What follows belongs to an exercise in optimizing a design on an open flow for a short achievable clock period and few clock cycles; a production flow would make more cautious choices.
The RTL was checked by simulation tests, not by an equivalence proof against the original design.
No activity file was given, so power comes from the tool's default toggle rates.

File: flow/config.mk
export PLATFORM = sky130hd
export DESIGN_NAME = mips_cpu
export DESIGN_NICKNAME = mips_cpu
export VERILOG_FILES = /design/flow/design.v
export SDC_FILE = /design/flow/constraint.sdc
export NUM_CORES = 4
export LEC_CHECK = 0
export ABC_CLOCK_PERIOD_IN_PS = 2500
export CAP_MARGIN = 20
export CORE_MARGIN = 2
export CORE_UTILIZATION = 40
export SETUP_SLACK_MARGIN = 5
export SLEW_MARGIN = 20
File: flow/design.v
`default_nettype none
package cpu_pkg;
    typedef logic [31:0] word_t;       
    typedef logic [4:0]  reg_addr_t;   
    typedef logic [5:0]  opcode_t;     
    localparam opcode_t OP_RTYPE = 6'b000_000;
    localparam opcode_t OP_J     = 6'b000_010;
    localparam opcode_t OP_BEQ   = 6'b000_100;
    localparam opcode_t OP_BNE   = 6'b000_101;
    localparam opcode_t OP_ADDIU = 6'b001_001;
    localparam opcode_t OP_LW    = 6'b100_011;
    localparam opcode_t OP_SW    = 6'b101_011;
    localparam logic [5:0] FUNCT_ADDU = 6'b100_001;
    localparam logic [5:0] FUNCT_OR   = 6'b100_101;
    localparam logic [5:0] FUNCT_SLT  = 6'b101_010;
    typedef struct packed {
        opcode_t   op;
        reg_addr_t rs;
        reg_addr_t rt;
        logic [15:0] imm16;   
    } instr_t;
    typedef enum logic [1:0] {alu_add, alu_sub, alu_or, alu_slt} alu_op_e;
    typedef enum logic {src_a_pc, src_a_reg} src_a_e;
    typedef enum logic [1:0] {
        src_b_reg, src_b_four, src_b_imm, src_b_imm_shift
    } src_b_e;
    typedef enum logic [1:0] {pc_src_alu, pc_src_alu_out, pc_src_jump} pc_src_e;
    typedef struct packed {
        logic    pc_write;       
        logic    pc_write_beq;   
        logic    pc_write_bne;   
        logic    mem_read;
        logic    mem_write;
        logic    reg_write;
        logic    mem_to_reg;     
        logic    reg_dst_rd;     
        pc_src_e pc_src;
        alu_op_e alu_op;
        src_a_e  src_a;
        src_b_e  src_b;
    } ctrl_t;
endpackage
`default_nettype wire
`default_nettype none
module mips_cpu
#(
    parameter cpu_pkg::word_t reset_pc = '0
)
(
    input  wire logic  clk,
    input  wire logic  rst,
    input  cpu_pkg::word_t      instruction,   
    input  cpu_pkg::word_t      read_data,     
    output cpu_pkg::word_t      pc,
    output cpu_pkg::word_t      address,
    output cpu_pkg::word_t      write_data,
    output logic       mem_read,
    output logic       mem_write
);
    logic        sel_r, sel_h, sel_p, sel_s;
    logic [31:0] redir_pc;
    logic [31:0] fpc;
    logic [31:0] seq_pc;
    logic        valid_d;
    logic        stall;        
    logic [31:0] ir_d;
    logic [31:0] pc_d;
    logic [31:0] pc4_d;
    logic [31:0] ptgt_d;       
    logic        valid_e;
    logic [4:0]  rd_e;
    logic        lw_e, sw_e, beq_e, bne_e, j_e, or_e, slt_e;
    logic        fa_e, fb_e, fc_e;
    logic [31:0] a_e, b_e, c_e;
    logic [31:0] tgt_e;
    logic [31:0] seq_e;
    logic [4:0]  rd_m;
    logic        lw_m;
    logic        sw_m;
    logic [31:0] res_m;
    logic [31:0] sd_m;
    logic [4:0]  rd_w;
    logic [31:0] val_w;
    logic [31:0] regs [32];
    logic [31:0] rvalid;
    logic        mispredict;
    assign pc = ({32{sel_r}} & redir_pc)
              | ({32{sel_h}} & fpc)
              | ({32{sel_p}} & ptgt_d)
              | ({32{sel_s}} & seq_pc);
    logic [5:0]  f_op;
    logic [4:0]  f_rs, f_rt;
    logic        f_j, f_beq, f_bne, f_pred;
    logic        f_use_rs, f_use_rt;
    logic [9:0]  f_boff;
    logic [31:0] f_tgt;
    logic [31:0] pc_plus4;
    logic        f_hazard;
    assign f_op  = instruction[31:26];
    assign f_rs  = instruction[25:21];
    assign f_rt  = instruction[20:16];
    assign f_j   = (f_op == cpu_pkg::OP_J);
    assign f_beq = (f_op == cpu_pkg::OP_BEQ);
    assign f_bne = (f_op == cpu_pkg::OP_BNE);
    assign f_pred = f_j | (f_beq & (f_rs == f_rt)) | (f_bne & (f_rs != f_rt));
    assign f_use_rs = (f_op == cpu_pkg::OP_RTYPE) | (f_op == cpu_pkg::OP_ADDIU)
                    | (f_op == cpu_pkg::OP_LW) | (f_op == cpu_pkg::OP_SW)
                    | f_beq | f_bne;
    assign f_use_rt = (f_op == cpu_pkg::OP_RTYPE) | (f_op == cpu_pkg::OP_SW)
                    | f_beq | f_bne;
    assign f_boff = pc[11:2] + instruction[9:0] + 10'd1;
    assign f_tgt  = f_j ? {pc[31:28], instruction[25:0], 2'b00}
                        : {pc[31:12], f_boff, 2'b00};
    assign pc_plus4 = pc + 32'd4;
    assign f_hazard = valid_d & (ir_d[31:26] == cpu_pkg::OP_LW) & (ir_d[20:16] != 5'd0)
                    & ((f_use_rs & (f_rs == ir_d[20:16])) | (f_use_rt & (f_rt == ir_d[20:16])));
    always_ff @(posedge clk)
    begin
        fpc <= pc;
        if (rst)
        begin
            sel_r  <= 1'b0;
            sel_h  <= 1'b0;
            sel_p  <= 1'b0;
            sel_s  <= 1'b1;
            seq_pc <= reset_pc;
            stall  <= 1'b0;
        end
        else
        begin
            seq_pc <= pc_plus4;
            sel_r  <= mispredict;
            sel_h  <= ~mispredict & stall;
            sel_p  <= ~mispredict & ~stall & f_pred;
            sel_s  <= ~mispredict & ~stall & ~f_pred;
            stall  <= ~mispredict & ~stall & f_hazard;
        end
    end
    always_ff @(posedge clk)
    begin
        if (rst | mispredict)
            valid_d <= 1'b0;
        else if (~stall)
            valid_d <= 1'b1;
        if (~stall)
        begin
            ir_d   <= instruction;
            pc_d   <= pc;
            pc4_d  <= pc_plus4;
            ptgt_d <= f_tgt;
        end
    end
    logic [5:0]  d_op;
    logic [4:0]  d_rs, d_rt, d_rd;
    logic [5:0]  d_funct;
    logic [31:0] d_imm;
    logic        d_rtype, d_addiu, d_lw, d_sw, d_beq, d_bne, d_j;
    logic [4:0]  d_dest;
    logic        d_use_imm;
    logic [31:0] d_tgt;
    logic [31:0] rs_val, rt_val;
    logic        d_go;
    assign d_op    = ir_d[31:26];
    assign d_rs    = ir_d[25:21];
    assign d_rt    = ir_d[20:16];
    assign d_rd    = ir_d[15:11];
    assign d_funct = ir_d[5:0];
    assign d_imm   = {{16{ir_d[15]}}, ir_d[15:0]};
    assign d_rtype = (d_op == cpu_pkg::OP_RTYPE);
    assign d_addiu = (d_op == cpu_pkg::OP_ADDIU);
    assign d_lw    = (d_op == cpu_pkg::OP_LW);
    assign d_sw    = (d_op == cpu_pkg::OP_SW);
    assign d_beq   = (d_op == cpu_pkg::OP_BEQ);
    assign d_bne   = (d_op == cpu_pkg::OP_BNE);
    assign d_j     = (d_op == cpu_pkg::OP_J);
    assign d_dest    = d_rtype ? d_rd : ((d_addiu | d_lw) ? d_rt : 5'd0);
    assign d_use_imm = d_addiu | d_lw | d_sw;
    assign d_tgt = d_j ? {pc4_d[31:28], ir_d[25:0], 2'b00}
                       : (pc4_d + {d_imm[29:0], 2'b00});
    logic [31:0] rf_rs, rf_rt;
    assign rf_rs = rvalid[d_rs] ? regs[d_rs] : 32'd0;
    assign rf_rt = rvalid[d_rt] ? regs[d_rt] : 32'd0;
    always_comb
    begin
        if ((rd_m != 5'd0) && (rd_m == d_rs))
            rs_val = lw_m ? read_data : res_m;
        else if ((rd_w != 5'd0) && (rd_w == d_rs))
            rs_val = val_w;
        else
            rs_val = rf_rs;
        if ((rd_m != 5'd0) && (rd_m == d_rt))
            rt_val = lw_m ? read_data : res_m;
        else if ((rd_w != 5'd0) && (rd_w == d_rt))
            rt_val = val_w;
        else
            rt_val = rf_rt;
    end
    assign d_go = valid_d & ~stall & ~mispredict;
    always_ff @(posedge clk)
    begin
        if (rst | ~d_go)
        begin
            valid_e <= 1'b0;
            rd_e    <= 5'd0;
            lw_e    <= 1'b0;
            sw_e    <= 1'b0;
            beq_e   <= 1'b0;
            bne_e   <= 1'b0;
            j_e     <= 1'b0;
        end
        else
        begin
            valid_e <= 1'b1;
            rd_e    <= d_dest;
            lw_e    <= d_lw;
            sw_e    <= d_sw;
            beq_e   <= d_beq;
            bne_e   <= d_bne;
            j_e     <= d_j;
        end
        or_e  <= d_rtype & (d_funct == cpu_pkg::FUNCT_OR);
        slt_e <= d_rtype & (d_funct == cpu_pkg::FUNCT_SLT);
        fa_e  <= (rd_e != 5'd0) & (rd_e == d_rs);
        fb_e  <= (rd_e != 5'd0) & (rd_e == d_rt) & ~d_use_imm;
        fc_e  <= (rd_e != 5'd0) & (rd_e == d_rt);
        a_e   <= rs_val;
        b_e   <= d_use_imm ? d_imm : rt_val;
        c_e   <= rt_val;
        tgt_e <= d_tgt;
        seq_e <= pc4_d;
    end
    logic [31:0] op_a, op_b, op_c;
    logic [31:0] alu;
    logic        eq, taken, hit_t, hit_s;
    assign op_a = fa_e ? res_m : a_e;
    assign op_b = fb_e ? res_m : b_e;
    assign op_c = fc_e ? res_m : c_e;
    always_comb
    begin
        if (or_e)
            alu = op_a | op_b;
        else if (slt_e)
            alu = ($signed(op_a) < $signed(op_b)) ? 32'd1 : 32'd0;
        else
            alu = op_a + op_b;
    end
    assign eq    = (op_a == op_c);
    assign taken = j_e | (beq_e & eq) | (bne_e & ~eq);
    assign hit_t = valid_d & (tgt_e == pc_d);
    assign hit_s = valid_d & (seq_e == pc_d);
    assign mispredict = valid_e & (taken ? ~hit_t : ~hit_s);
    always_ff @(posedge clk)
    begin
        redir_pc <= taken ? tgt_e : seq_e;
        if (rst)
        begin
            rd_m <= 5'd0;
            lw_m <= 1'b0;
            sw_m <= 1'b0;
        end
        else
        begin
            rd_m <= rd_e;
            lw_m <= lw_e;
            sw_m <= sw_e;
        end
        res_m <= alu;
        sd_m  <= op_c;
    end
    assign address    = res_m;
    assign write_data = sd_m;
    assign mem_read   = lw_m;
    assign mem_write  = sw_m;
    always_ff @(posedge clk)
    begin
        if (rst)
            rd_w <= 5'd0;
        else
            rd_w <= rd_m;
        val_w <= lw_m ? read_data : res_m;
    end
    always_ff @(posedge clk)
    begin
        if (rd_w != 5'd0)
            regs[rd_w] <= val_w;
    end
    always_ff @(posedge clk)
    begin
        if (rst)
            rvalid <= '0;
        else if (rd_w != 5'd0)
            rvalid[rd_w] <= 1'b1;
    end
endmodule
`default_nettype wire
File: flow/run.sh
#!/bin/bash
# synth_recipe.tcl (not shown) runs the flow's synth.tcl, then flattens the netlist and writes it again
# the make line also repeats each setting of config.mk as NAME=value (left out here)
make -C /OpenROAD-flow-scripts/flow DESIGN_CONFIG=/design/flow/config.mk WORK_HOME=/design/flow/orfs CLKGATE_MAP_FILE= SYNTH_SCRIPT=/design/flow/synth_recipe.tcl finish
File: flow/constraint.sdc
create_clock -name core_clock -period 10.0 [get_ports {clk}]
set_input_delay 2.0000 -clock core_clock [delete_from_list [all_inputs] [get_ports {clk}]]
set_output_delay 2.0000 -clock core_clock [all_outputs]
set_load 0.01 [all_outputs]
==> results.ini, run 1 <==
[sta]
timing.hold.ws_ps=377.9
rsz0062_at_grt=false
fin_crit_ps=4809
worstMarginPinSlew_ps=1176
finalHoldViolations=0
setup_tns_ps=0
slew_headroom=0.2149
fmax_ghz=0.2080
finClkSkew_ps=35.18
setup_viol=0
slew_viol_final=0
period_share=0.4809
final.setup.worst_slack_ps=5191

[clock_network]
postCtsSetupBuffers=0
ctsHtreeMaxLevel=4
cts_hold_buffers=0
clk_latency_ps=820
cts_buffer_depth=3
cts_tree=done
clock-sinks=1572
cts_root_buf=clkbuf_16
clk_pin_slew_worst_paths_ps=60
cts_buffers=162

[global_routing]
grt_pass1_wl_mm=323.6
grt-ovfl-total=0
grt_usage=0.2420
grt_max_degree=126
grt_pass1_vias=43920
grt_antenna_before_repair=5

[yosys]
synthesis.nets=4804
synth_warnings=1
yosysMostFrequentCell=edfxtp_1
synth.distinct_cells=73
ys_seq_area_frac=0.5853
syn_avg_cell_area_um2=15.95
synth_seq_cells=1572
async_flop_share=0
synth-edff-count=1144
synth.cell_area_mm2=0.07333
yosysTopAreaCellShare=0.4685
synthFlopType=edfxtp_1
synth.area.top_cells=edfxtp_1 (47%), mux4_2 (20%), dfxtp_1 (12%)
yosys.area.top_type=edfxtp_1
synthTopCellsByCount=edfxtp_1 (1144), mux4_2 (660), dfxtp_1 (428)
netlist_instances=4596

[power_and_ir_drop]
internal_power_mw=10.87
power.density_mw_per_mm2=168.0
sw_frac_of_total=0.2207
vdd_drop_max_mv=0.1753
seqPwrFrac=0.511
power_leakage_nw=28.12
total_power_mw=13.95
power.switching_mw=3.078
p_clk_frac=0.430
comb_power_share=0.059

[detailed_routing]
drc=0
firstDrtPassIters=6
drtAntennaViolNets=0
wl_per_cell_um=31.53
vias_per_cell=6.158
drt_iter0_markers=5651
wl_mm=228.1
via_count=44540

[floorplan]
rows=157
initial_utilization=0.4014
chipWidth_um=432.2
design.core.area_mm2=0.1827
die-area_mm2=0.1868
die_y_um=432.2
num_io_pins=164

[placement]
placed_area_mm2=0.07771
dp_slack_ps=5249
place_inst=6931
io_buffers=163
gp_congestion=0.8681
hpwlAfterDp_mm=133.7

[min_path]
holdCritPathClass=reg2reg

[finish]
postLayoutCellArea_mm2=0.08302
drive_gt1_frac=0.2495
post-route-util=0.4544
final_cells=7233
finalNetCount=4921
fillCellCount=15670
area_growth_pct=13.21

[setup_path]
endpoint_kind=output pin
critical_path_required_ps=8000
slowest_delay_ps=690
arrival_ps=2810
crit_fanout=32
critPathSlowestCell=dfxtp_4
worstSetupPathType=reg2out
cp-start-kind=flop
path_cells=a22oi_1 -> nand2_1 -> clkdlybuf4s50_1

[flow_run]
maxCapViolCount=0

[status]
status=complete, no violations

[worst paths after layout]
| path | startpoint | end | slack [ps] | cells after the start |
|---|---|---|---|---|
| hold / removal | pc4_d[9] | seq_e[9] | 380 | 0 |
| setup reg to reg | flop | b_e[0] | 5470 | 8 |
| hold reg to reg | pc4_d[9] | seq_e[9] | 380 | 0 |
| setup / recovery | sel_r | pc[12] | 5190 | 3 |
[registers in the layout, summed over array words and instances, names as in the netlist, 5 cells and up, named ones only]
| name | flops |
|---|---|
| regs | 1024 |
| a_e | 32 |
| b_e | 32 |
| c_e | 32 |
| fpc | 32 |
| ir_d | 32 |
| redir_pc | 32 |
| res_m | 32 |
| rvalid | 32 |
| sd_m | 32 |
| seq_e | 32 |
| seq_pc | 32 |
| tgt_e | 32 |
| val_w | 32 |
| pc_d | 31 |
| pc4_d | 30 |
| ptgt_d | 27 |
| rd_e | 5 |
| rd_m | 5 |
| rd_w | 5 |
[power by group through the flow]
stage	clock network, mW	logic, mW	registers [mW]
after CTS	6.08	0.827	7.12
after global routing	6.32	0.876	7.13
after global placement	0	0.824	7.26
final	6.00	0.824	7.12
after detailed placement	0	0.824	7.26
after floorplan	0	0.617	7.18
[logic make-up after synthesis]
| kind of cell | Yosys count | synth area share |
|---|---|---|
| multiplexers | 869 | 0.2337 |
| buffers and inverters | 525 | 0.02918 |
| AO/OA/AOI/OAI | 692 | 0.06281 |
| XOR/XNOR | 230 | 0.02747 |
| adder cells (fa/ha/maj) | 142 | 0.02454 |
| flip-flops | 1572 | 0.5853 |
| AND/OR/NAND/NOR | 566 | 0.03699 |
[metal layers]
metal,up-vias,global-route usage,routed length [um]
met4,2,0.09326,8897
met1,23490,0.3314,91840
li1,18530,-,-
met3,373,0.03908,18770
met5,-,0,13
met2,2149,0.3880,108600
[worst max-delay path, delay by kind of cell, from the launching register on]
kind / cells / cell delay, ps
flip-flops: 1 / 690
AND/OR/NAND/NOR: 1 / 430
AO/OA/AOI/OAI: 1 / 220
buffers and inverters: 1 / 650
[layout by cell type, fill, tap and decap left out, drive strengths merged, types with 9 or more instances in the layout]
cell type / n
o21bai: 28
nor3: 30
a21oi: 204
o21a: 42
a22oi: 79
clkdlybuf4s50: 162
nor2b: 47
nor4: 24
a21o: 20
nand3: 31
clkinv: 47
buf: 91
nand2b: 15
nor2: 161
clkbuf: 234
a31oi: 24
xnor2: 160
and2: 12
o22ai: 25
nand4: 32
nand2: 173
mux2i: 68
a221oi: 114
ha: 139
mux4: 660
a221o: 12
xor2: 70
mux2: 141
a211oi: 9
dfxtp: 428
o21ai: 98
inv: 227
edfxtp: 1144
[repair_timing]
action                                 CTS  global route
resized for setup                        4             1
endpoints found under the hold margin    0             0
setup endpoints to repair                8             1
[cell type report]
type / instances / area [um2] / area share
inverter: 225 / 847.1 / 0.01020
tap: 2385 / 2984 / 0.03595
clock inverter: 63 / 490.5 / 0.005908
antenna: 2 / 5.005 / 0.00006029
clock buffer: 234 / 4736 / 0.05705
multi-input combinational: 2499 / 28560 / 0.3440
timing repair buffer: 253 / 2399 / 0.02889
sequential: 1572 / 43000 / 0.5179
Testbench counts, summed over its fixed seeds: cycles 44,571.
==> inputs of run 2 (changes only) <==
--- a/flow/design.v
+++ b/flow/design.v
@@ -57,16 +57,12 @@
     output logic       mem_read,
     output logic       mem_write
 );
-    logic        sel_r, sel_h, sel_p, sel_s;
-    logic [31:0] redir_pc;
-    logic [31:0] fpc;
-    logic [31:0] seq_pc;
+    logic [31:0] pc_q;         
     logic        valid_d;
     logic        stall;        
     logic [31:0] ir_d;
     logic [31:0] pc_d;
     logic [31:0] pc4_d;
-    logic [31:0] ptgt_d;       
     logic        valid_e;
     logic [4:0]  rd_e;
     logic        lw_e, sw_e, beq_e, bne_e, j_e, or_e, slt_e;
@@ -84,10 +80,7 @@
     logic [31:0] regs [32];
     logic [31:0] rvalid;
     logic        mispredict;
-    assign pc = ({32{sel_r}} & redir_pc)
-              | ({32{sel_h}} & fpc)
-              | ({32{sel_p}} & ptgt_d)
-              | ({32{sel_s}} & seq_pc);
+    assign pc = pc_q;
     logic [5:0]  f_op;
     logic [4:0]  f_rs, f_rt;
     logic        f_j, f_beq, f_bne, f_pred;
@@ -96,6 +89,7 @@
     logic [31:0] f_tgt;
     logic [31:0] pc_plus4;
     logic        f_hazard;
+    logic [31:0] redir_pc;
     assign f_op  = instruction[31:26];
     assign f_rs  = instruction[25:21];
     assign f_rt  = instruction[20:16];
@@ -116,24 +110,22 @@
                     & ((f_use_rs & (f_rs == ir_d[20:16])) | (f_use_rt & (f_rt == ir_d[20:16])));
     always_ff @(posedge clk)
     begin
-        fpc <= pc;
-        if (rst)
-        begin
-            sel_r  <= 1'b0;
-            sel_h  <= 1'b0;
-            sel_p  <= 1'b0;
-            sel_s  <= 1'b1;
-            seq_pc <= reset_pc;
-            stall  <= 1'b0;
-        end
-        else
-        begin
-            seq_pc <= pc_plus4;
-            sel_r  <= mispredict;
-            sel_h  <= ~mispredict & stall;
-            sel_p  <= ~mispredict & ~stall & f_pred;
-            sel_s  <= ~mispredict & ~stall & ~f_pred;
-            stall  <= ~mispredict & ~stall & f_hazard;
+        if (rst)
+        begin
+            pc_q  <= reset_pc;
+            stall <= 1'b0;
+        end
+        else
+        begin
+            if (mispredict)
+                pc_q <= redir_pc;
+            else if (stall)
+                pc_q <= pc_q;
+            else if (f_pred)
+                pc_q <= f_tgt;
+            else
+                pc_q <= pc_plus4;
+            stall <= ~mispredict & ~stall & f_hazard;
         end
     end
     always_ff @(posedge clk)
@@ -147,7 +139,6 @@
             ir_d   <= instruction;
             pc_d   <= pc;
             pc4_d  <= pc_plus4;
-            ptgt_d <= f_tgt;
         end
     end
     logic [5:0]  d_op;
@@ -249,9 +240,9 @@
     assign hit_t = valid_d & (tgt_e == pc_d);
     assign hit_s = valid_d & (seq_e == pc_d);
     assign mispredict = valid_e & (taken ? ~hit_t : ~hit_s);
-    always_ff @(posedge clk)
-    begin
-        redir_pc <= taken ? tgt_e : seq_e;
+    assign redir_pc   = taken ? tgt_e : seq_e;
+    always_ff @(posedge clk)
+    begin
         if (rst)
         begin
             rd_m <= 5'd0;
==> flow/flow/run.sh (new file) <==
#!/bin/bash
set -o pipefail
MARGIN=${MARGIN:-7}
bash standard.sh SETUP_SLACK_MARGIN=$MARGIN finish > flow_standard.log 2>&1
==> flow/standard.sh (new file) <==
#!/bin/bash
# synth_recipe.tcl (not shown) runs the flow's synth.tcl, then flattens the netlist and writes it again
# the make line also repeats each setting of config.mk as NAME=value (left out here)
make -C /OpenROAD-flow-scripts/flow DESIGN_CONFIG=/design/flow/config.mk WORK_HOME=/design/flow/orfs CLKGATE_MAP_FILE= SYNTH_SCRIPT=/design/flow/synth_recipe.tcl "${@:-finish}"
removed: flow/run.sh
==> results.ini, run 2 <==
[finish]
insertedDiodeCount=0  ; was 2
final_cell_mix=edfxtp_1 (1118), mux4_2 (660), dfxtp_1 (235)  ; was edfxtp_1 (1144), mux4_2 (660), dfxtp_1 (397)
final_cells=7240  ; was 7233
area_growth_pct=25.91  ; was 13.21%
finalNetCount=4993  ; was 4921
regArea_mm2=0.04114  ; was 0.04300 mm2
regMostFlops=regs  ; unchanged
fillCellCount=14090  ; was 15670
drive_gt1_frac=0.4228  ; was 0.2495
multi_input_area_mm2=0.03114  ; was 0.02856 mm2
final_common_cell=edfxtp_1  ; unchanged
largest_reg_flops=1024  ; unchanged
post-route-util=0.5081  ; was 0.4544

[floorplan]
chipWidth_um=423.2  ; was 432.2 um
initial_utilization=0.4036  ; was 0.4014
die_y_um=423.2  ; was 432.2 um
die-area_mm2=0.1791  ; was 0.1868 mm2
rows=153  ; was 157
design.core.area_mm2=0.1742  ; was 0.1827 mm2
num_io_pins=164  ; unchanged

[global_routing]
grt_pass1_vias=44270  ; was 43920
grt-ovfl-total=0  ; unchanged
grt_max_degree=73  ; was 126
grt_antenna_before_repair=2  ; was 5
grt_pass1_wl_mm=336.7  ; was 323.6 mm
grt_usage=0.2648  ; was 0.2420

[setup_path]
cp-start-kind=input port  ; was flop
endpoint_kind=flop  ; was output pin
crit_fanout=3  ; was 32
critical_path_required_ps=10710  ; was 8000 ps
worstSetupPathType=in2reg  ; was reg2out
rr_startpoint=fa_e
crit_start=instruction[0]  ; was sel_r
arrival_ps=4290  ; was 2810 ps

[detailed_routing]
wl_mm=244.2  ; was 228.1 mm
drtAntennaViolNets=0  ; unchanged
drc=0  ; unchanged
drt_iter0_markers=5807  ; was 5651
via_count=45200  ; was 44540
wl_per_cell_um=33.73  ; was 31.53 um
firstDrtPassIters=5  ; was 6
vias_per_cell=6.242  ; was 6.158

[yosys]
yosys.area.top_type=edfxtp_1  ; unchanged
synthFlopType=edfxtp_1  ; unchanged
netlist_instances=4294  ; was 4596
yosysTopAreaCellShare=0.4775  ; was 0.4685
synth.distinct_cells=69  ; was 73
async_flop_share=0  ; unchanged
synth.cell_area_mm2=0.07030  ; was 0.07333 mm2
syn_avg_cell_area_um2=16.37  ; was 15.95 um2
synth_warnings=1  ; unchanged
yosysMostFrequentCell=edfxtp_1  ; unchanged
synth.area.top_cells=edfxtp_1 (48%), mux4_2 (21%), dfxtp_1 (10%)  ; was edfxtp_1 (47%), mux4_2 (20%), dfxtp_1 (12%)
synthTopCellsByCount=edfxtp_1 (1118), mux4_2 (660), dfxtp_1 (360)  ; was edfxtp_1 (1144), mux4_2 (660), dfxtp_1 (428)
ys_seq_area_frac=0.5800  ; was 0.5853
synth_seq_cells=1478  ; was 1572
synth-edff-count=1118  ; was 1144
synthesis.nets=4502  ; was 4804

[sta]
fin_crit_ps=3583  ; was 4809 ps
period_share=0.3583  ; was 0.4809
rsz0062_at_grt=true  ; was false
slew_headroom=0.1643  ; was 0.2149
setup_viol=0  ; unchanged
worstMarginPinSlew_ps=1254  ; was 1176 ps
fmax_ghz=0.2791  ; was 0.2080 GHz
timing.hold.ws_ps=380.5  ; was 377.9 ps
finClkSkew_ps=29.26  ; was 35.18 ps
finalHoldViolations=0  ; unchanged
setup_tns_ps=0  ; unchanged
slew_viol_final=0  ; unchanged

[placement]
place_inst=6591  ; was 6931
gp_congestion=0.8935  ; was 0.8681
hpwlAfterDp_mm=130.4  ; was 133.7 mm
io_buffers=163  ; unchanged

[power_and_ir_drop]
internal_power_mw=10.69  ; was 10.87 mW
sw_frac_of_total=0.2349  ; was 0.2207
power_leakage_nw=30.95  ; was 28.12 nW
comb_power_share=0.095  ; was 0.059
seqPwrFrac=0.483  ; was 0.511
power.switching_mw=3.282  ; was 3.078 mW
vdd_drop_max_mv=0.1203  ; was 0.1753 mV
power.density_mw_per_mm2=157.8  ; was 168.0 mW/mm2
p_clk_frac=0.423  ; was 0.430

[clock_network]
clock-sinks=1478  ; was 1572
cts_root_buf=clkbuf_16  ; unchanged
ctsHtreeMaxLevel=4  ; unchanged
clk_latency_ps=830  ; was 820 ps
cts_buffer_depth=3  ; unchanged
cts_buffers=155  ; was 162
cts_hold_buffers=0  ; unchanged
cts_tree=done  ; unchanged
clk_pin_slew_worst_paths_ps=60  ; about the same

[status]
status=complete, no violations  ; unchanged

[min_path]
hold_start=pc4_d[23]  ; was pc4_d[9]
holdCritPathClass=reg2reg  ; unchanged

[flow_run]
maxCapViolCount=0  ; unchanged

==> run 2: cell types whose count changed after synthesis, sizes merged, moves of 32 or more <==
cell / change
inv: -85
nand2: -82
a22oi: -72
dfxtp: -68
mux2i: +65
xor2: +48
a221oi: -47
a211oi: +46
o21ai: -42
buf: -38
o21a: -32
==> run 2: timing repair <==
action                     4_1_cts  5_1_grt
setup buffers                  205       91
gates resized for setup       1100      313
cloned                          49       17
pin swaps                       69      110
setup endpoints to repair     1303      327
==> run 2: layout make-up <==
class | instances | share of cell area
inverters | 141 | 0.006149
flip-flops and latches | 1478 | 0.4647
clock inverters | 78 | 0.009329
multi-input cells | 2398 | 0.3517
well taps | 2325 | 0.03286
clock buffers | 209 | 0.04867
repair buffers | 611 | 0.08655
==> run 2: cell families after synthesis <==
group,after synthesis,share of synthesized area
AO/OA/AOI/OAI,502,0.04682
XOR/XNOR,275,0.03426
adder cells (fa/ha/maj),142,0.02559
buffers and inverters,420,0.02305
flip-flops,1478,0.5800
multiplexers,935,0.2531
AND/OR/NAND/NOR,542,0.03713
==> run 2: power groups by stage <==
| stage | sequential, mW | combinational (mW) | clock [mW] |
|---|---|---|---|
| floorplan | 6.83 | 0.701 | 0 |
| global placement | 6.91 | 0.973 | 0 |
| detailed placement | 6.91 | 0.972 | 0 |
| CTS | 6.74 | 1.22 | 5.96 |
| global route | 6.74 | 1.38 | 6.21 |
| finish | 6.74 | 1.32 | 5.90 |
==> run 2: path summary, 6_finish.rpt <==
| kind | slack, ps | end | cells past startpoint |
|---|---|---|---|
| worst min-delay path | 380 | seq_e[23] | 0 |
| worst min register to register | 380 | seq_e[23] | 0 |
| worst max-delay path | 6420 | pc_q[10] | 15 |
| worst max register to register | 6450 | pc_q[5] | 15 |
==> run 2: critical path, stage by stage <==
cell and delay [ps]:
buf_12 110, inv_12 40, ha_4 120, inv_2 30
fa_2 340, a21o_1 180, a21oi_2 150, nor2b_2 70
o311a_1 300, o21a_1 170, nor2_1 120, xor2_1 180
a211oi_2 80, a211o_1 230, and3_1 160
==> run 2: stage by stage <==
stage	instance area, um2	total power [mW]	setup slack (ps)
after floorplan	70950	7.533	5897
after global placement	75040	7.884	5086
after detailed placement	75040	7.884	5073
after CTS	85860	13.92	6446
after global routing	88520	14.34	6358
final	88520	13.97	6417
==> run 2: metal layers <==
metal	routed length (um)	global-route usage	part of all wire
met1	93460	0.3548	0.38
met2	115000	0.4221	0.47
met4	14000	0.1244	0.057
met3	21580	0.04353	0.088
met5	124	0.005108	0.00051
Testbench counts of run 2, summed over its fixed seeds: cycles 44,571.
==> inputs of run 3 (changes only) <==
--- a/flow/design.v
+++ b/flow/design.v
@@ -67,6 +67,7 @@
     logic [4:0]  rd_e;
     logic        lw_e, sw_e, beq_e, bne_e, j_e, or_e, slt_e;
     logic        fa_e, fb_e, fc_e;
+    logic        fl_e;           
     logic [31:0] a_e, b_e, c_e;
     logic [31:0] tgt_e;
     logic [31:0] seq_e;
@@ -85,7 +86,7 @@
     logic [4:0]  f_rs, f_rt;
     logic        f_j, f_beq, f_bne, f_pred;
     logic        f_use_rs, f_use_rt;
-    logic [9:0]  f_boff;
+    logic [7:0]  f_boff;
     logic [31:0] f_tgt;
     logic [31:0] pc_plus4;
     logic        f_hazard;
@@ -100,11 +101,10 @@
     assign f_use_rs = (f_op == cpu_pkg::OP_RTYPE) | (f_op == cpu_pkg::OP_ADDIU)
                     | (f_op == cpu_pkg::OP_LW) | (f_op == cpu_pkg::OP_SW)
                     | f_beq | f_bne;
-    assign f_use_rt = (f_op == cpu_pkg::OP_RTYPE) | (f_op == cpu_pkg::OP_SW)
-                    | f_beq | f_bne;
-    assign f_boff = pc[11:2] + instruction[9:0] + 10'd1;
+    assign f_use_rt = (f_op == cpu_pkg::OP_RTYPE) | f_beq | f_bne;
+    assign f_boff = pc[9:2] + instruction[7:0] + 8'd1;
     assign f_tgt  = f_j ? {pc[31:28], instruction[25:0], 2'b00}
-                        : {pc[31:12], f_boff, 2'b00};
+                        : {pc[31:10], f_boff, 2'b00};
     assign pc_plus4 = pc + 32'd4;
     assign f_hazard = valid_d & (ir_d[31:26] == cpu_pkg::OP_LW) & (ir_d[20:16] != 5'd0)
                     & ((f_use_rs & (f_rs == ir_d[20:16])) | (f_use_rt & (f_rt == ir_d[20:16])));
@@ -213,7 +213,8 @@
         slt_e <= d_rtype & (d_funct == cpu_pkg::FUNCT_SLT);
         fa_e  <= (rd_e != 5'd0) & (rd_e == d_rs);
         fb_e  <= (rd_e != 5'd0) & (rd_e == d_rt) & ~d_use_imm;
-        fc_e  <= (rd_e != 5'd0) & (rd_e == d_rt);
+        fc_e  <= (rd_e != 5'd0) & (rd_e == d_rt) & ~lw_e;
+        fl_e  <= (rd_e != 5'd0) & (rd_e == d_rt) & lw_e;
         a_e   <= rs_val;
         b_e   <= d_use_imm ? d_imm : rt_val;
         c_e   <= rt_val;
@@ -235,11 +236,20 @@
         else
             alu = op_a + op_b;
     end
-    assign eq    = (op_a == op_c);
-    assign taken = j_e | (beq_e & eq) | (bne_e & ~eq);
+    logic        q00, q10, q01;
+    logic        t_eq, t_ne, mis_eq, mis_ne;
+    assign q00 = (a_e == c_e);
+    assign q10 = (res_m == c_e);
+    assign q01 = (a_e == res_m);
+    assign eq  = fa_e ? (fc_e | q10) : (fc_e ? q01 : q00);
     assign hit_t = valid_d & (tgt_e == pc_d);
     assign hit_s = valid_d & (seq_e == pc_d);
-    assign mispredict = valid_e & (taken ? ~hit_t : ~hit_s);
+    assign t_eq   = j_e | beq_e;
+    assign t_ne   = j_e | bne_e;
+    assign mis_eq = valid_e & (t_eq ? ~hit_t : ~hit_s);
+    assign mis_ne = valid_e & (t_ne ? ~hit_t : ~hit_s);
+    assign taken      = eq ? t_eq : t_ne;
+    assign mispredict = eq ? mis_eq : mis_ne;
     assign redir_pc   = taken ? tgt_e : seq_e;
     always_ff @(posedge clk)
     begin
@@ -256,7 +266,7 @@
             sw_m <= sw_e;
         end
         res_m <= alu;
-        sd_m  <= op_c;
+        sd_m  <= fl_e ? read_data : op_c;
     end
     assign address    = res_m;
     assign write_data = sd_m;
==> results.ini, run 3 <==
[setup_path]
critical_path_required_ps=10700  ; was 10710 ps
worstSetupPathType=in2reg  ; unchanged
endpoint_kind=flop  ; unchanged
path_delay_family=compound AO/OA/AOI/OAI gates  ; unchanged
r2r_slack_ps=6460  ; was 6450 ps
cp-start-kind=input port  ; unchanged
arrival_ps=4250  ; was 4290 ps
path_cells=buf_12 -> inv_12 -> ha_4 -> inv_2 -> fa_2 -> a21o_1 -> a21oi_2 -> buf_4 -> buf_6 -> buf_6 -> xnor2_2 -> mux2i_1 -> a211oi_2 -> a21oi_2 -> a2111oi_2  ; was buf_12 -> inv_12 -> ha_4 -> inv_2 -> fa_2 -> a21o_1 -> a21oi_2 -> nor2b_2 -> o311a_1 -> o21a_1 -> nor2_1 -> xor2_1 -> a211oi_2 -> a211o_1 -> and3_1
slowest_delay_ps=360  ; was 340 ps
worst-path-buf-inv=6  ; was 3
crit_fanout=2  ; was 3
critPathSlowestCell=a2111oi_2  ; was fa_2

[clock_network]
cts_hold_buffers=0  ; unchanged
cts_root_buf=clkbuf_16  ; unchanged
cts_buffer_depth=3  ; unchanged
cts_tree=done  ; unchanged
cts_buffers=153  ; was 155
clk_latency_ps=830  ; about the same
ctsHtreeMaxLevel=4  ; unchanged
clk_pin_slew_worst_paths_ps=60  ; about the same
clock-sinks=1479  ; was 1478

[detailed_routing]
drtAntennaViolNets=0  ; unchanged
drc=0  ; unchanged
wl_per_cell_um=33.08  ; was 33.73 um
wl_mm=242.2  ; was 244.2 mm
vias_per_cell=6.214  ; was 6.242
via_count=45500  ; was 45200
firstDrtPassIters=6  ; was 5
drt_iter0_markers=6108  ; was 5807

[sta]
setup_viol=0  ; unchanged
finalHoldViolations=0  ; unchanged
rsz0062_at_grt=true  ; unchanged
fin_crit_ps=3547  ; was 3583 ps
worstMarginPinSlew_ps=1132  ; was 1254 ps
slew_headroom=0.2235  ; was 0.1643
setup_tns_ps=0  ; unchanged
fmax_ghz=0.2819  ; was 0.2791 GHz
period_share=0.3547  ; was 0.3583
slew_viol_final=0  ; unchanged
final.setup.worst_slack_ps=6453  ; was 6417 ps
finClkSkew_ps=26.20  ; was 29.26 ps

[yosys]
synth.cell_area_mm2=0.07073  ; was 0.07030 mm2
syn_avg_cell_area_um2=16.11  ; was 16.37 um2
synth_warnings=1  ; unchanged
synth-edff-count=1118  ; unchanged
synth.area.top_cells=edfxtp_1 (47%), mux4_2 (21%), dfxtp_1 (10%)  ; was edfxtp_1 (48%), mux4_2 (21%), dfxtp_1 (10%)
yosysMostFrequentCell=edfxtp_1  ; unchanged
yosys.area.top_type=edfxtp_1  ; unchanged
synthFlopType=edfxtp_1  ; unchanged
async_flop_share=0  ; unchanged
synthTopCellsByCount=edfxtp_1 (1118), mux4_2 (660), dfxtp_1 (361)  ; was edfxtp_1 (1118), mux4_2 (660), dfxtp_1 (360)
ys_seq_area_frac=0.5768  ; was 0.5800
synth_seq_cells=1479  ; was 1478
synth.distinct_cells=76  ; was 69
synthesis.nets=4596  ; was 4502
netlist_instances=4390  ; was 4294
yosysTopAreaCellShare=0.4747  ; was 0.4775

[placement]
dp_slack_ps=4288  ; was 5073 ps
hpwlAfterDp_mm=131.3  ; was 130.4 mm
place_inst=6696  ; was 6591
gp_congestion=0.9047  ; was 0.8935
io_buffers=163  ; unchanged

[global_routing]
grt_antenna_before_repair=3  ; was 2
grt_pass1_vias=45020  ; was 44270
grt_pass1_wl_mm=336.1  ; was 336.7 mm
grt_usage=0.2621  ; was 0.2648
grt_max_degree=78  ; was 73
grt-ovfl-total=0  ; unchanged

[finish]
drive_gt1_frac=0.4154  ; was 0.4228
area_growth_pct=24.65  ; was 25.91%
finalNetCount=5059  ; was 4993
regMostFlops=regs  ; unchanged
final_cell_mix=edfxtp_1 (1118), mux4_2 (660), dfxtp_1 (235)  ; unchanged
final_common_cell=edfxtp_1  ; unchanged
largest_reg_flops=1024  ; unchanged
final_cells=7323  ; was 7240
post-route-util=0.5011  ; was 0.5081

[min_path]
holdCritPathClass=reg2reg  ; unchanged

[power_and_ir_drop]
vdd_drop_max_mv=0.1144  ; was 0.1203 mV
power_leakage_nw=30.90  ; was 30.95 nW
power.density_mw_per_mm2=158.0  ; was 157.8 mW/mm2

[floorplan]
die-area_mm2=0.1802  ; was 0.1791 mm2
die_y_um=424.5  ; was 423.2 um
design.core.area_mm2=0.1759  ; was 0.1742 mm2
rows=154  ; was 153
num_io_pins=164  ; unchanged
initial_utilization=0.4021  ; was 0.4036
chipWidth_um=424.5  ; was 423.2 um

[status]
status=complete, no violations  ; unchanged

[flow_run]
maxCapViolCount=0  ; unchanged

-- run 3: changes by cell type in the layout (fill, tap and decap cells not counted), sizes merged, moves of 26 or more --
cell and change:
a2111oi +30, a211oi -27, a221oi -34, nor2 +39, nor3b +26, o21ai +29, xnor2 +39, xor2 -50
-- run 3: area by class of cell --
class	count	area, um2
fillers	14430	87760
flip-flops and latches	1479	41160
multi-input cells	2477	31290
repair buffers	585	7052
clock buffers	215	4339
well taps	2340	2928
clock inverters	68	780.7
inverters	157	604.3
diodes	2	5.005
-- run 3: per-layer routing --
layer / vias up / track usage / wire, um
li1: 18560 / - / -
met1: 24040 / 0.3449 / 92030
met2: 2431 / 0.4281 / 117400
met3: 467 / 0.04692 / 21180
met4: 0 / 0.1112 / 11650
met5: - / 0 / 0
-- run 3: power breakdown --
part	total (mW)	internal [mW]	leakage (nW)	switching, mW
clock	5.89	3.37	2.50	2.53
sequential	6.75	6.63	13.7	0.126
combinational	1.29	0.646	14.7	0.640
-- run 3: cell families after synthesis --
family          Yosys count  share of synthesized area
xor+xnor                264                    0.03269
buf+inv                 442                    0.02487
simple gates            624                    0.04307
fa+ha+maj               140                    0.02508
mux                     924                     0.2501
compound gates          517                    0.04732
flops                  1479                     0.5768
-- run 3: what timing repair did --
action / CTS / global route
resized for setup: 1092 / 335
buffers inserted: 225 / 56
cloned: 47 / 11
endpoints found under the setup margin: 1306 / 677
pin swaps: 101 / 109
-- run 3: worst register-to-register path, cell delays in order, from the launching register on --
cell and delay (ps):
dfxtp_4 380, buf_12 160, buf_12 130, mux2_1 340, xnor2_1 170, nand4_1 150, nor4b_4 510, a32oi_4 240
mux2i_4 280, buf_12 180, mux2_4 410, a2111oi_1 460
-- run 3: through the flow --
stage / power (mW) / area [um2] / hold WS [ps]
floorplan: 7.550 / 71230 / 354.6
global placement: 7.917 / 75350 / 359.4
detailed placement: 7.917 / 75360 / 367.3
CTS: 13.92 / 85940 / 382.8
global route: 14.31 / 88160 / 382.4
finish: 13.93 / 88160 / 378.3
-- run 3: path summary, 6_finish.rpt --
| kind | startpoint | end | cells past startpoint |
|---|---|---|---|
| max | instruction[0] | pc_q[6] | 15 |
| min | pc4_d[25] | seq_e[25] | 0 |
| max reg2reg | fc_e | pc_q[13] | 11 |
| min reg2reg | pc4_d[25] | seq_e[25] | 0 |
Testbench counts of run 3, summed over its fixed seeds: cycles 44,478.
==> inputs of run 4 (changes only) <==
--- a/flow/design.v
+++ b/flow/design.v
@@ -108,6 +108,10 @@
     assign pc_plus4 = pc + 32'd4;
     assign f_hazard = valid_d & (ir_d[31:26] == cpu_pkg::OP_LW) & (ir_d[20:16] != 5'd0)
                     & ((f_use_rs & (f_rs == ir_d[20:16])) | (f_use_rt & (f_rt == ir_d[20:16])));
+    logic [31:0] pc_alt;         
+    logic        f_take;
+    assign pc_alt = mispredict ? redir_pc : (stall ? pc_q : pc_plus4);
+    assign f_take = f_pred & ~mispredict & ~stall;
     always_ff @(posedge clk)
     begin
         if (rst)
@@ -117,14 +121,7 @@
         end
         else
         begin
-            if (mispredict)
-                pc_q <= redir_pc;
-            else if (stall)
-                pc_q <= pc_q;
-            else if (f_pred)
-                pc_q <= f_tgt;
-            else
-                pc_q <= pc_plus4;
+            pc_q <= f_take ? f_tgt : pc_alt;
             stall <= ~mispredict & ~stall & f_hazard;
         end
     end
==> results.ini, run 4 <==
[setup_path]
critical_path_required_ps=10690  ; was 10700 ps
r2r_slack_ps=6550  ; was 6460 ps
worstSetupPathType=reg2reg  ; was in2reg
crit_fanout=11  ; was 2
cp-start-kind=flop  ; was input port
r2r_cells=14  ; was 11
arrival_ps=4140  ; was 4250 ps
endpoint_kind=flop  ; unchanged

[global_routing]
grt_pass1_vias=45040  ; was 45020
grt_max_degree=65  ; was 78
grt_antenna_before_repair=10  ; was 3
grt_pass1_wl_mm=333.7  ; was 336.1 mm
grt_usage=0.2580  ; was 0.2621
grt-ovfl-total=0  ; unchanged

[yosys]
yosysTopAreaCellShare=0.4753  ; was 0.4747
synth.cell_area_mm2=0.07063  ; was 0.07073 mm2
async_flop_share=0  ; unchanged
yosys.area.top_type=edfxtp_1  ; unchanged
synthTopCellsByCount=edfxtp_1 (1118), mux4_2 (660), dfxtp_1 (361)  ; unchanged
synth-edff-count=1118  ; unchanged
synth.area.top_cells=edfxtp_1 (48%), mux4_2 (21%), dfxtp_1 (10%)  ; was edfxtp_1 (47%), mux4_2 (21%), dfxtp_1 (10%)
synthFlopType=edfxtp_1  ; unchanged
synthesis.nets=4584  ; was 4596
synth_seq_cells=1479  ; unchanged
synth_warnings=1  ; unchanged
yosysMostFrequentCell=edfxtp_1  ; unchanged
ys_seq_area_frac=0.5777  ; was 0.5768
syn_avg_cell_area_um2=16.14  ; was 16.11 um2
synth.distinct_cells=76  ; unchanged
netlist_instances=4377  ; was 4390

[clock_network]
cts_tree=done  ; unchanged
ctsHtreeMaxLevel=4  ; unchanged
cts_buffers=155  ; was 153
clock-sinks=1479  ; unchanged
clk_latency_ps=820  ; was 830 ps
cts_buffer_depth=3  ; unchanged
clk_pin_slew_worst_paths_ps=60  ; about the same
cts_hold_buffers=0  ; unchanged
cts_root_buf=clkbuf_16  ; unchanged

[detailed_routing]
wl_per_cell_um=32.40  ; was 33.08 um
drt_iter0_markers=5870  ; was 6108
vias_per_cell=6.203  ; was 6.214
firstDrtPassIters=6  ; unchanged
via_count=45590  ; was 45500
wl_mm=238.1  ; was 242.2 mm
drc=0  ; unchanged
drtAntennaViolNets=0  ; unchanged

[floorplan]
die-area_mm2=0.1799  ; was 0.1802 mm2
die_y_um=424.2  ; was 424.5 um
num_io_pins=164  ; unchanged
initial_utilization=0.4019  ; was 0.4021
chipWidth_um=424.2  ; was 424.5 um
design.core.area_mm2=0.1757  ; was 0.1759 mm2
rows=154  ; unchanged

[finish]
final_common_cell=edfxtp_1  ; unchanged
drive_gt1_frac=0.4367  ; was 0.4154
post-route-util=0.5077  ; was 0.5011
regMostFlops=regs  ; unchanged
finalNetCount=5083  ; was 5059
largest_reg_flops=1024  ; unchanged
area_growth_pct=26.33  ; was 24.65%
final_cell_mix=edfxtp_1 (1118), mux4_2 (660), buf_4 (228)  ; was edfxtp_1 (1118), mux4_2 (660), dfxtp_1 (235)

[sta]
setup_tns_ps=0  ; unchanged
fin_crit_ps=3449  ; was 3547 ps
period_share=0.3449  ; was 0.3547
finClkSkew_ps=39.72  ; was 26.20 ps
slew_headroom=0.2110  ; was 0.2235
worstMarginPinSlew_ps=1182  ; was 1132 ps
setup_viol=0  ; unchanged
slew_viol_final=0  ; unchanged
rsz0062_at_grt=true  ; unchanged
fmax_ghz=0.2900  ; was 0.2819 GHz
finalHoldViolations=0  ; unchanged

[power_and_ir_drop]
power_leakage_nw=31.17  ; was 30.90 nW
vdd_drop_max_mv=0.1142  ; was 0.1144 mV
power.density_mw_per_mm2=154.7  ; was 158.0 mW/mm2

[min_path]
holdCritPathClass=reg2reg  ; unchanged
min_path_cells=0  ; unchanged

[placement]
hpwlAfterDp_mm=128.7  ; was 131.3 mm
io_buffers=163  ; unchanged
gp_congestion=0.9092  ; was 0.9047

[status]
status=complete, no violations  ; unchanged

[flow_run]
maxCapViolCount=0  ; unchanged

## run 4: changes by cell type after synthesis, sizes merged, moves of 10 or more
| cell | previous run | this run |
|---|---|---|
| a21oi | 161 | 171 |
| a22oi | 5 | 17 |
| nand2 | 105 | 120 |
| nand4 | 44 | 34 |
| nor2 | 229 | 198 |
| o21ai | 85 | 72 |
| xnor2 | 196 | 167 |
| xor2 | 68 | 90 |
## run 4: cells by family (layout without fill, tap and decap cells)
| family | Yosys count | count (layout) | share of synthesized area |
|---|---|---|---|
| flip-flops | 1479 | 1479 | 0.5777 |
| adder cells (fa/ha/maj) | 141 | 141 | 0.02530 |
| other | 0 | 6 | 0 |
| XOR/XNOR | 257 | 257 | 0.03187 |
| buffers and inverters | 448 | 1066 | 0.02480 |
| multiplexers | 915 | 920 | 0.2489 |
| AND/OR/NAND/NOR | 602 | 605 | 0.04128 |
| AO/OA/AOI/OAI | 535 | 535 | 0.05015 |
## run 4: path summary, 6_finish.rpt
check,startpoint,to
setup / recovery,fc_e,rd_e[1]
hold / removal,pc4_d[22],seq_e[22]
setup reg to reg,fc_e,rd_e[1]
hold reg to reg,pc4_d[22],seq_e[22]
## run 4: critical path: stages (launching register included)
cell and delay (ps):
dfxtp_4 370, buf_12 140, buf_12 140, mux2_4 350, xnor2_4 210, nand4_1 130
nor4_2 350, a32oi_2 260, mux2i_4 280, buf_12 180, mux2_8 420, nand4_1 120
buf_6 170, buf_4 120, nor2_1 40
## run 4: where the power goes
part           total [mW]  internal [mW]  switching (mW)
Clock                5.72           3.26            2.47
Combinational        1.32          0.666           0.655
Sequential           6.75           6.62           0.132
Total                13.8           10.5            3.26
## run 4: area by class of cell
| cell class | instances | area (um2) |
|---|---|---|
| diodes | 6 | 15.01 |
| clock buffers | 212 | 4353 |
| clock inverters | 72 | 594.3 |
| fillers | 14220 | 86510 |
| inverters | 163 | 614.3 |
| multi-input cells | 2458 | 31860 |
| flip-flops and latches | 1479 | 41170 |
| well taps | 2340 | 2928 |
| repair buffers | 619 | 7689 |
## run 4: what timing repair did
| item | in CTS | in global routing |
|---|---|---|
| pin swaps | 118 | 150 |
| endpoints found under the hold margin | 0 | 0 |
| gates resized for setup | 1313 | 335 |
| cloned | 46 | 15 |
| buffers inserted | 217 | 97 |
| setup endpoints to repair | 1301 | 642 |
## run 4: metal layers
| metal | track usage | routed length, um | vias up |
|---|---|---|---|
| li1 | - | - | 18620 |
| met1 | 0.3524 | 93190 | 23840 |
| met2 | 0.4115 | 112600 | 2611 |
| met3 | 0.04202 | 21230 | 522 |
| met4 | 0.1077 | 11130 | 0 |
| met5 | 0 | 0 | - |
## run 4: metrics by stage
stage	std cells	hold slack [ps]	area, um2	power (mW)	setup slack [ps]
floorplan	4377	354.6	71280	7.523	6068
finish	7349	377.1	89220	13.80	6551
detailed placement	6684	363.0	75350	7.889	4511
global route	7349	391.0	89220	14.15	6510
CTS	7231	375.2	86510	13.74	6542
global placement	6684	359.3	75350	7.886	4529
Testbench counts of run 4, summed over its fixed seeds: cycles 44,478.
==> inputs of run 5 (changes only) <==
--- a/flow/config.mk
+++ b/flow/config.mk
@@ -9,5 +9,7 @@
 export CAP_MARGIN = 20
 export CORE_MARGIN = 2
 export CORE_UTILIZATION = 40
+export CTS_CLUSTER_DIAMETER = 100
+export CTS_CLUSTER_SIZE = 30
 export SETUP_SLACK_MARGIN = 5
 export SLEW_MARGIN = 20
==> results.ini, run 5 <==
[yosys]
synthesis.nets=4584  ; unchanged
syn_avg_cell_area_um2=16.14  ; unchanged
synthFlopType=edfxtp_1  ; unchanged
synth-edff-count=1118  ; unchanged
synth.area.top_cells=edfxtp_1 (48%), mux4_2 (21%), dfxtp_1 (10%)  ; unchanged
synthTopCellsByCount=edfxtp_1 (1118), mux4_2 (660), dfxtp_1 (361)  ; unchanged
synth.cell_area_mm2=0.07063  ; unchanged
yosys.area.top_type=edfxtp_1  ; unchanged
synth.distinct_cells=76  ; unchanged
synth_seq_cells=1479  ; unchanged
synth_warnings=1  ; unchanged
yosysTopAreaCellShare=0.4753  ; unchanged
netlist_instances=4377  ; unchanged
async_flop_share=0  ; unchanged
ys_seq_area_frac=0.5777  ; unchanged
yosysMostFrequentCell=edfxtp_1  ; unchanged

[global_routing]
grt-ovfl-total=0  ; unchanged
grt_pass1_vias=44060  ; was 45040
grt_usage=0.2529  ; was 0.2580
grt_max_degree=65  ; unchanged
grt_pass1_wl_mm=328.4  ; was 333.7 mm
grt_antenna_before_repair=12  ; was 10

[flow_run]
maxCapViolCount=0  ; unchanged

[power_and_ir_drop]
comb_power_share=0.116  ; was 0.096
sw_frac_of_total=0.2450  ; was 0.2359
vdd_drop_max_mv=0.1537  ; was 0.1142 mV
seqPwrFrac=0.604  ; was 0.489
p_clk_frac=0.280  ; was 0.415
power_leakage_nw=29.43  ; was 31.17 nW
internal_power_mw=8.420  ; was 10.55 mW
power.switching_mw=2.732  ; was 3.255 mW
power.density_mw_per_mm2=130.6  ; was 154.7 mW/mm2

[setup_path]
rr_startpoint=fc_e  ; unchanged
crit_start=fc_e  ; unchanged
r2r_end=stall  ; was rd_e[1]
cp_common_cell=buf_12  ; unchanged
path_delay_family=multiplexers  ; unchanged
arrival_ps=4150  ; was 4140 ps
cp-start-kind=flop  ; unchanged
crit_fanout=8  ; was 11
r2r_cells=14  ; unchanged
critical_path_required_ps=10670  ; was 10690 ps
path_cells=buf_12 -> buf_16 -> mux2_2 -> xnor2_2 -> nand4_1 -> nor4_2 -> a32oi_2 -> mux2i_4 -> buf_12 -> mux2_8 -> nand4_1 -> buf_6 -> buf_12 -> nor4_2  ; was buf_12 -> buf_12 -> mux2_4 -> xnor2_4 -> nand4_1 -> nor4_2 -> a32oi_2 -> mux2i_4 -> buf_12 -> mux2_8 -> nand4_1 -> buf_6 -> buf_4 -> nor2_1
worstSetupPathType=reg2reg  ; unchanged
critPathSlowestCell=dfxtp_4  ; was mux2_8
endpoint_kind=flop  ; unchanged
r2r_slack_ps=6510  ; was 6550 ps
worst-path-buf-inv=5  ; unchanged
slowest_delay_ps=410  ; was 420 ps

[floorplan]
initial_utilization=0.4019  ; unchanged
chipWidth_um=424.2  ; unchanged
design.core.area_mm2=0.1757  ; unchanged
num_io_pins=164  ; unchanged
die_y_um=424.2  ; unchanged
die-area_mm2=0.1799  ; unchanged
rows=154  ; unchanged

[min_path]
min_to=seq_e[22]  ; unchanged
holdCritPathClass=reg2reg  ; unchanged
hold_start=pc4_d[22]  ; unchanged
min_path_cells=0  ; unchanged

[clock_network]
clk_latency_ps=750  ; was 820 ps
cts_root_buf=clkbuf_16  ; unchanged
ctsHtreeMaxLevel=2  ; was 4
cts_buffers=57  ; was 155
cts_tree=done  ; unchanged
cts_buffer_depth=3  ; unchanged
clock-sinks=1479  ; unchanged
clk_pin_slew_worst_paths_ps=120  ; was 60 ps

[finish]
fillCellCount=14590  ; was 14220
area_growth_pct=20.90  ; was 26.33%
final_common_cell=edfxtp_1  ; unchanged
final_cell_mix=edfxtp_1 (1118), mux4_2 (660), buf_4 (240)  ; was edfxtp_1 (1118), mux4_2 (660), buf_4 (228)
drive_gt1_frac=0.4125  ; was 0.4367
largest_reg_flops=1024  ; unchanged
regMostFlops=regs  ; unchanged
post-route-util=0.4859  ; was 0.5077
finalNetCount=4974  ; was 5083

[detailed_routing]
drt_iter0_markers=6119  ; was 5870
drtAntennaViolNets=0  ; unchanged
wl_mm=233.9  ; was 238.1 mm
drc=0  ; unchanged
firstDrtPassIters=9  ; was 6
wl_per_cell_um=32.71  ; was 32.40 um
via_count=44830  ; was 45590
vias_per_cell=6.270  ; was 6.203

[placement]
hpwlAfterDp_mm=128.7  ; unchanged
io_buffers=163  ; unchanged
gp_congestion=0.9092  ; unchanged

[status]
status=complete, no violations  ; unchanged

[sta]
slew_headroom=0.2418  ; was 0.2110
rsz0062_at_grt=true  ; unchanged
setup_tns_ps=0  ; unchanged
period_share=0.3488  ; was 0.3449
finClkSkew_ps=25.73  ; was 39.72 ps
worstMarginPinSlew_ps=1136  ; was 1182 ps
finalHoldViolations=0  ; unchanged
fmax_ghz=0.2867  ; was 0.2900 GHz
fin_crit_ps=3488  ; was 3449 ps
slew_viol_final=0  ; unchanged
timing.hold.ws_ps=389.8  ; was 377.1 ps
setup_viol=0  ; unchanged

==> run 5: cell count changes in the layout (fill, tap and decap cells not counted), sizes merged, moves of 6 or more <==
cell    previous run  this run
clkbuf           227        94
buf              544       531
bufinv             8         2
inv              171       165
clkinv            51         8
==> run 5: metal layers <==
layer	up-vias	routed length, um	track usage
met5	-	13	0
met4	2	10150	0.09039
met3	427	20140	0.03673
met2	2347	111300	0.4116
met1	23760	92230	0.3473
li1	18290	-	-
==> run 5: cells by family (layout without fill, tap and decap cells) <==
group,count (synthesis),count (layout),synth area share
buf+inv,448,865,0.02480
compound gates,535,536,0.05015
flops,1479,1479,0.5777
fa+ha+maj,141,141,0.02530
simple gates,602,605,0.04128
other cells,0,7,0
mux,915,920,0.2489
xor+xnor,257,257,0.03187
==> run 5: area by class of cell <==
class / count / area [um2] / share of cell area
antenna: 7 / 17.52 / 0.0002051
clock buffer: 82 / 1540 / 0.01804
clock inverter: 13 / 193.9 / 0.002271
inverter: 163 / 614.3 / 0.007195
multi-input combinational: 2459 / 31600 / 0.3701
sequential: 1479 / 41160 / 0.4821
tap: 2340 / 2928 / 0.03429
timing repair buffer: 607 / 7326 / 0.08579
==> run 5: power groups by stage <==
stage / Clock (mW) / Sequential [mW] / Combinational [mW]
finish: 3.12 / 6.74 / 1.29
global route: 3.35 / 6.75 / 1.35
CTS: 3.17 / 6.73 / 1.20
detailed placement: 0 / 6.92 / 0.964
global placement: 0 / 6.92 / 0.962
floorplan: 0 / 6.84 / 0.688
==> run 5: worst max-delay path by stage <==
stage / endpoint / slack, ps / cells after the start
2_1_floorplan: pc_q[2] / 6070 / 11
3_3_place_gp: pc_q[29] / 4530 / 10
3_5_place_dp: pc_q[31] / 4510 / 10
4_1_cts: mem_read / 6610 / 2
5_1_grt: stall / 6480 / 14
6_report: stall / 6510 / 14
==> run 5: per-stage QoR <==
step	instance area [um2]	power, mW	cells	setup slack (ps)
after floorplan	71280	7.523	4377	6068
after global placement	75350	7.886	6684	4529
after detailed placement	75350	7.889	6684	4511
after CTS	83220	11.10	7055	6605
after global routing	85390	11.45	7150	6477
final	85390	11.15	7150	6512
==> run 5: repair_timing <==
action / in CTS / in global routing
pin swaps: 110 / 124
setup buffers: 231 / 76
hold buffers: 0 / 0
endpoints found under the setup margin: 1301 / 442
gates resized for setup: 1299 / 267
cloned: 45 / 11
==> inputs of run 6 (changes only) <==
--- a/flow/config.mk
+++ b/flow/config.mk
@@ -8,8 +8,6 @@
 export ABC_CLOCK_PERIOD_IN_PS = 2500
 export CAP_MARGIN = 20
 export CORE_MARGIN = 2
-export CORE_UTILIZATION = 40
-export CTS_CLUSTER_DIAMETER = 100
-export CTS_CLUSTER_SIZE = 30
+export CORE_UTILIZATION = 50
 export SETUP_SLACK_MARGIN = 5
 export SLEW_MARGIN = 20
==> results.ini, run 6 <==
[setup_path]
cp_common_cell=buf_12  ; unchanged
cp-start-kind=input port  ; was flop
endpoint_kind=flop  ; unchanged
crit_start=instruction[16]  ; was fc_e
path_cells=buf_12 -> xor2_4 -> or4_4 -> a21oi_4 -> o21a_4 -> buf_12 -> buf_16 -> buf_8 -> buf_4 -> nor2_1 -> o21ai_1 -> o211a_1 -> a2111oi_2  ; was buf_12 -> buf_16 -> mux2_2 -> xnor2_2 -> nand4_1 -> nor4_2 -> a32oi_2 -> mux2i_4 -> buf_12 -> mux2_8 -> nand4_1 -> buf_6 -> buf_12 -> nor4_2
r2r_slack_ps=6560  ; was 6510 ps
slowest_delay_ps=560  ; was 410 ps
crit_cells=13  ; was 14
crit_fanout=5  ; was 8
worstSetupPathType=in2reg  ; was reg2reg
worst-path-buf-inv=5  ; unchanged
rr_startpoint=fc_e  ; unchanged
critPathSlowestCell=or4_4  ; was dfxtp_4
cp-endpoint=pc_q[13]  ; was stall
critical_path_required_ps=10640  ; was 10670 ps
r2r_end=rd_e[3]  ; was stall
path_delay_family=compound AO/OA/AOI/OAI gates  ; was multiplexers
r2r_cells=15  ; was 14
arrival_ps=4090  ; was 4150 ps

[global_routing]
grt_pass1_vias=45090  ; was 44060
grt_max_degree=65  ; unchanged
grt_usage=0.3235  ; was 0.2529
grt_use_met2=0.5088  ; was 0.4116
grt_antenna_before_repair=6  ; was 12
gr-usage-met1=0.4527  ; was 0.3473
grt-busiest-layer=met2  ; unchanged
use_met3=0.06154  ; was 0.03673
grt-ovfl-total=0  ; unchanged
grt_pass1_wl_mm=333.2  ; was 328.4 mm

[floorplan]
chipWidth_um=379.8  ; was 424.2 um
die_y_um=379.8  ; was 424.2 um
num_io_pins=164  ; unchanged
initial_utilization=0.5049  ; was 0.4019
rows=137  ; was 154
die-area_mm2=0.1443  ; was 0.1799 mm2
design.core.area_mm2=0.1399  ; was 0.1757 mm2

[finish]
post-route-util=0.6320  ; was 0.4859
final_common_cell=edfxtp_1  ; unchanged
area_growth_pct=25.15  ; was 20.90%
largest_reg_flops=1024  ; unchanged
final_cell_mix=edfxtp_1 (1118), mux4_2 (660), buf_4 (260)  ; was edfxtp_1 (1118), mux4_2 (660), buf_4 (240)
regMostFlops=regs  ; unchanged
finalNetCount=5091  ; was 4974
drive_gt1_frac=0.4238  ; was 0.4125
fillCellCount=9976  ; was 14590

[yosys]
async_flop_share=0  ; unchanged
synthesis.nets=4584  ; unchanged
synthSimpleGateAreaFrac=0.04128  ; unchanged
synth_warnings=1  ; unchanged
synth_fa_ha_area_frac=0.02530  ; unchanged
synth.area.top_cells=edfxtp_1 (48%), mux4_2 (21%), dfxtp_1 (10%)  ; unchanged
synthFlopType=edfxtp_1  ; unchanged
syn_avg_cell_area_um2=16.14  ; unchanged
synth_xor_area_frac=0.03187  ; unchanged
synthTopCellsByCount=edfxtp_1 (1118), mux4_2 (660), dfxtp_1 (361)  ; unchanged
synth-edff-count=1118  ; unchanged
synthMuxAreaShare=0.2489  ; unchanged
yosysMostFrequentCell=edfxtp_1  ; unchanged
netlist_instances=4377  ; unchanged
synth.distinct_cells=76  ; unchanged
synth_compound_area_frac=0.05015  ; unchanged
synth_seq_cells=1479  ; unchanged
yosys.area.top_type=edfxtp_1  ; unchanged
ys_seq_area_frac=0.5777  ; unchanged
synth.cell_area_mm2=0.07063  ; unchanged
yosysTopAreaCellShare=0.4753  ; unchanged
synth_top_family_by_area=multiplexers  ; unchanged

[min_path]
holdCritPathClass=reg2reg  ; unchanged

[placement]
io_buffers=163  ; unchanged
hpwlAfterDp_mm=129.8  ; was 128.7 mm
gp_congestion=0.9093  ; was 0.9092

[power_and_ir_drop]
power_leakage_nw=31.24  ; was 29.43 nW
vdd_drop_max_mv=0.1604  ; was 0.1537 mV
power.density_mw_per_mm2=160.1  ; was 130.6 mW/mm2

[sta]
finalHoldViolations=0  ; unchanged
fin_crit_ps=3458  ; was 3488 ps
slew_headroom=0.2655  ; was 0.2418
setup_viol=0  ; unchanged
rsz0062_at_grt=true  ; unchanged
slew_viol_final=0  ; unchanged
finClkSkew_ps=36.40  ; was 25.73 ps
fmax_ghz=0.2892  ; was 0.2867 GHz
setup_tns_ps=0  ; unchanged
period_share=0.3458  ; was 0.3488
worstMarginPinSlew_ps=1100  ; was 1136 ps

[detailed_routing]
wl_per_cell_um=34.45  ; was 32.71 um
drtAntennaViolNets=0  ; unchanged
via_count=45850  ; was 44830
drt_iter0_markers=5822  ; was 6119
firstDrtPassIters=5  ; was 9
wl_mm=237.5  ; was 233.9 mm
drc=0  ; unchanged
vias_per_cell=6.652  ; was 6.270

[clock_network]
cts_buffers=159  ; was 57
clk_pin_slew_worst_paths_ps=60  ; was 120 ps
cts_buffer_depth=3  ; unchanged
ctsHtreeMaxLevel=4  ; was 2
cts_tree=done  ; unchanged
cts_root_buf=clkbuf_16  ; unchanged
cts_hold_buffers=0  ; unchanged
clk_latency_ps=810  ; was 750 ps
clock-sinks=1479  ; unchanged

[flow_run]
maxCapViolCount=0  ; unchanged

[status]
status=complete, no violations  ; unchanged

==> run 6: logic make-up (layout without fill, tap and decap cells) <==
logic type / after synthesis / after routing
DFF: 1479 / 1479
muxes: 915 / 920
and+or+nand+nor: 602 / 607
AOI/OAI and AO/OA: 535 / 535
buffers and inverters: 448 / 1075
xor gates and xnor gates: 257 / 257
adders and majority gates: 141 / 141
other: 0 / 3
==> run 6: what timing repair did <==
| item | 4_1_cts | 5_1_grt |
|---|---|---|
| endpoints found under the setup margin | 1267 | 620 |
| setup buffers | 257 | 55 |
| cloned | 46 | 12 |
| pin swaps | 135 | 82 |
| gates resized for setup | 1232 | 221 |
==> run 6: cell type report <==
type                    count  area, um2  share of cell area
well taps                1876       2347             0.02655
repair buffers            621       7557             0.08550
clock buffers             212       4375             0.04950
flip-flops and latches   1479      41130              0.4653
clock inverters            79      923.4             0.01045
multi-input cells        2460      31440              0.3557
inverters                 163      614.3            0.006950
diodes                      3      7.507          0.00008493
==> run 6: worst min path at each step <==
| stage | startpoint | end | slack (ps) | depth (start not counted) |
|---|---|---|---|---|
| CTS | pc4_d[22] | seq_e[22] | 380 | 0 |
| global route | pc4_d[21] | seq_e[21] | 390 | 0 |
| global placement | pc4_d[22] | seq_e[22] | 370 | 0 |
| floorplan | pc4_d[10] | seq_e[10] | 350 | 0 |
| finish | pc4_d[11] | seq_e[11] | 390 | 0 |
| detailed placement | pc4_d[22] | seq_e[22] | 360 | 0 |
==> run 6: metrics by stage <==
stage / instance area (um2) / std cells / setup WS, ps / total power [mW] / hold WS (ps)
after floorplan: 71280 / 4377 / 6068 / 7.523 / 354.6
after global placement: 74850 / 6229 / 5026 / 7.912 / 365.6
after detailed placement: 74850 / 6229 / 4926 / 7.909 / 364.5
after CTS: 86470 / 6823 / 6590 / 14.11 / 379.2
after global routing: 88390 / 6892 / 6470 / 14.50 / 390.8
final: 88390 / 6893 / 6542 / 14.15 / 387.8
==> run 6: layer usage <==
metal  routed length, um  part of all wire
met5                  19          0.000080
met4                9754             0.041
met3               23480             0.099
met2              112100              0.47
met1               92110              0.39
==> run 6: worst register-to-register path: stages (launching register included) <==
cell and delay, ps:
dfxtp_4 380, buf_12 150, buf_6 120, buf_12 120, mux2_4 310, xnor2_2 150, nand4_1 190, nor4_4 360
a32oi_4 210, mux2i_4 280, buf_12 170, mux2_8 400, nand4_1 120, buf_6 170, buf_6 150, nor2_4 30
==> run 6: where the power goes <==
group | internal [mW] | switching [mW]
clock network | 3.59 | 2.47
registers | 6.62 | 0.115
logic | 0.664 | 0.686

[re-timing with driven ports]
The results above use ideal ports. As a check the final layouts listed here were re-extracted and re-timed, cells and wires unchanged.
Step 1: set_driving_cell puts a clkbuf_16 on clk and a buf_2 on each other input, an assumption about the parent block.
Step 2 moves the port delays by t, midway between the first and last clock arrival at a register: inputs arrive t later, outputs are due t later. That takes back most of the time a late clock gives input paths.
Slacks: ideal ports / drivers / drivers and shift; pairs: ideal ports / drivers.
run	shift t [ns]	setup slack, ns	worst setup path after step 2	worst data-port slew with drivers (ns)
run 1	0.883	5.191 / 5.108 / 5.271	input to register	0.10
run 2	0.905	6.417 / 6.454 / 5.553	input to register	0.06
run 3	0.899	6.453 / 6.463 / 5.590	input to register	0.16
run 4	0.891	6.551 / 6.488 / 5.782	input to register	0.16
run 5	0.829	6.512 / 6.512 / 5.735	input to register	0.15
run 6	0.878	6.542 / 6.541 / 5.687	input to register	0.16
After both steps setup and hold are still met in every run listed. For run 2, which loses most, drivers alone change the setup slack by +0.037 ns; drivers and shift together by -0.864 ns.
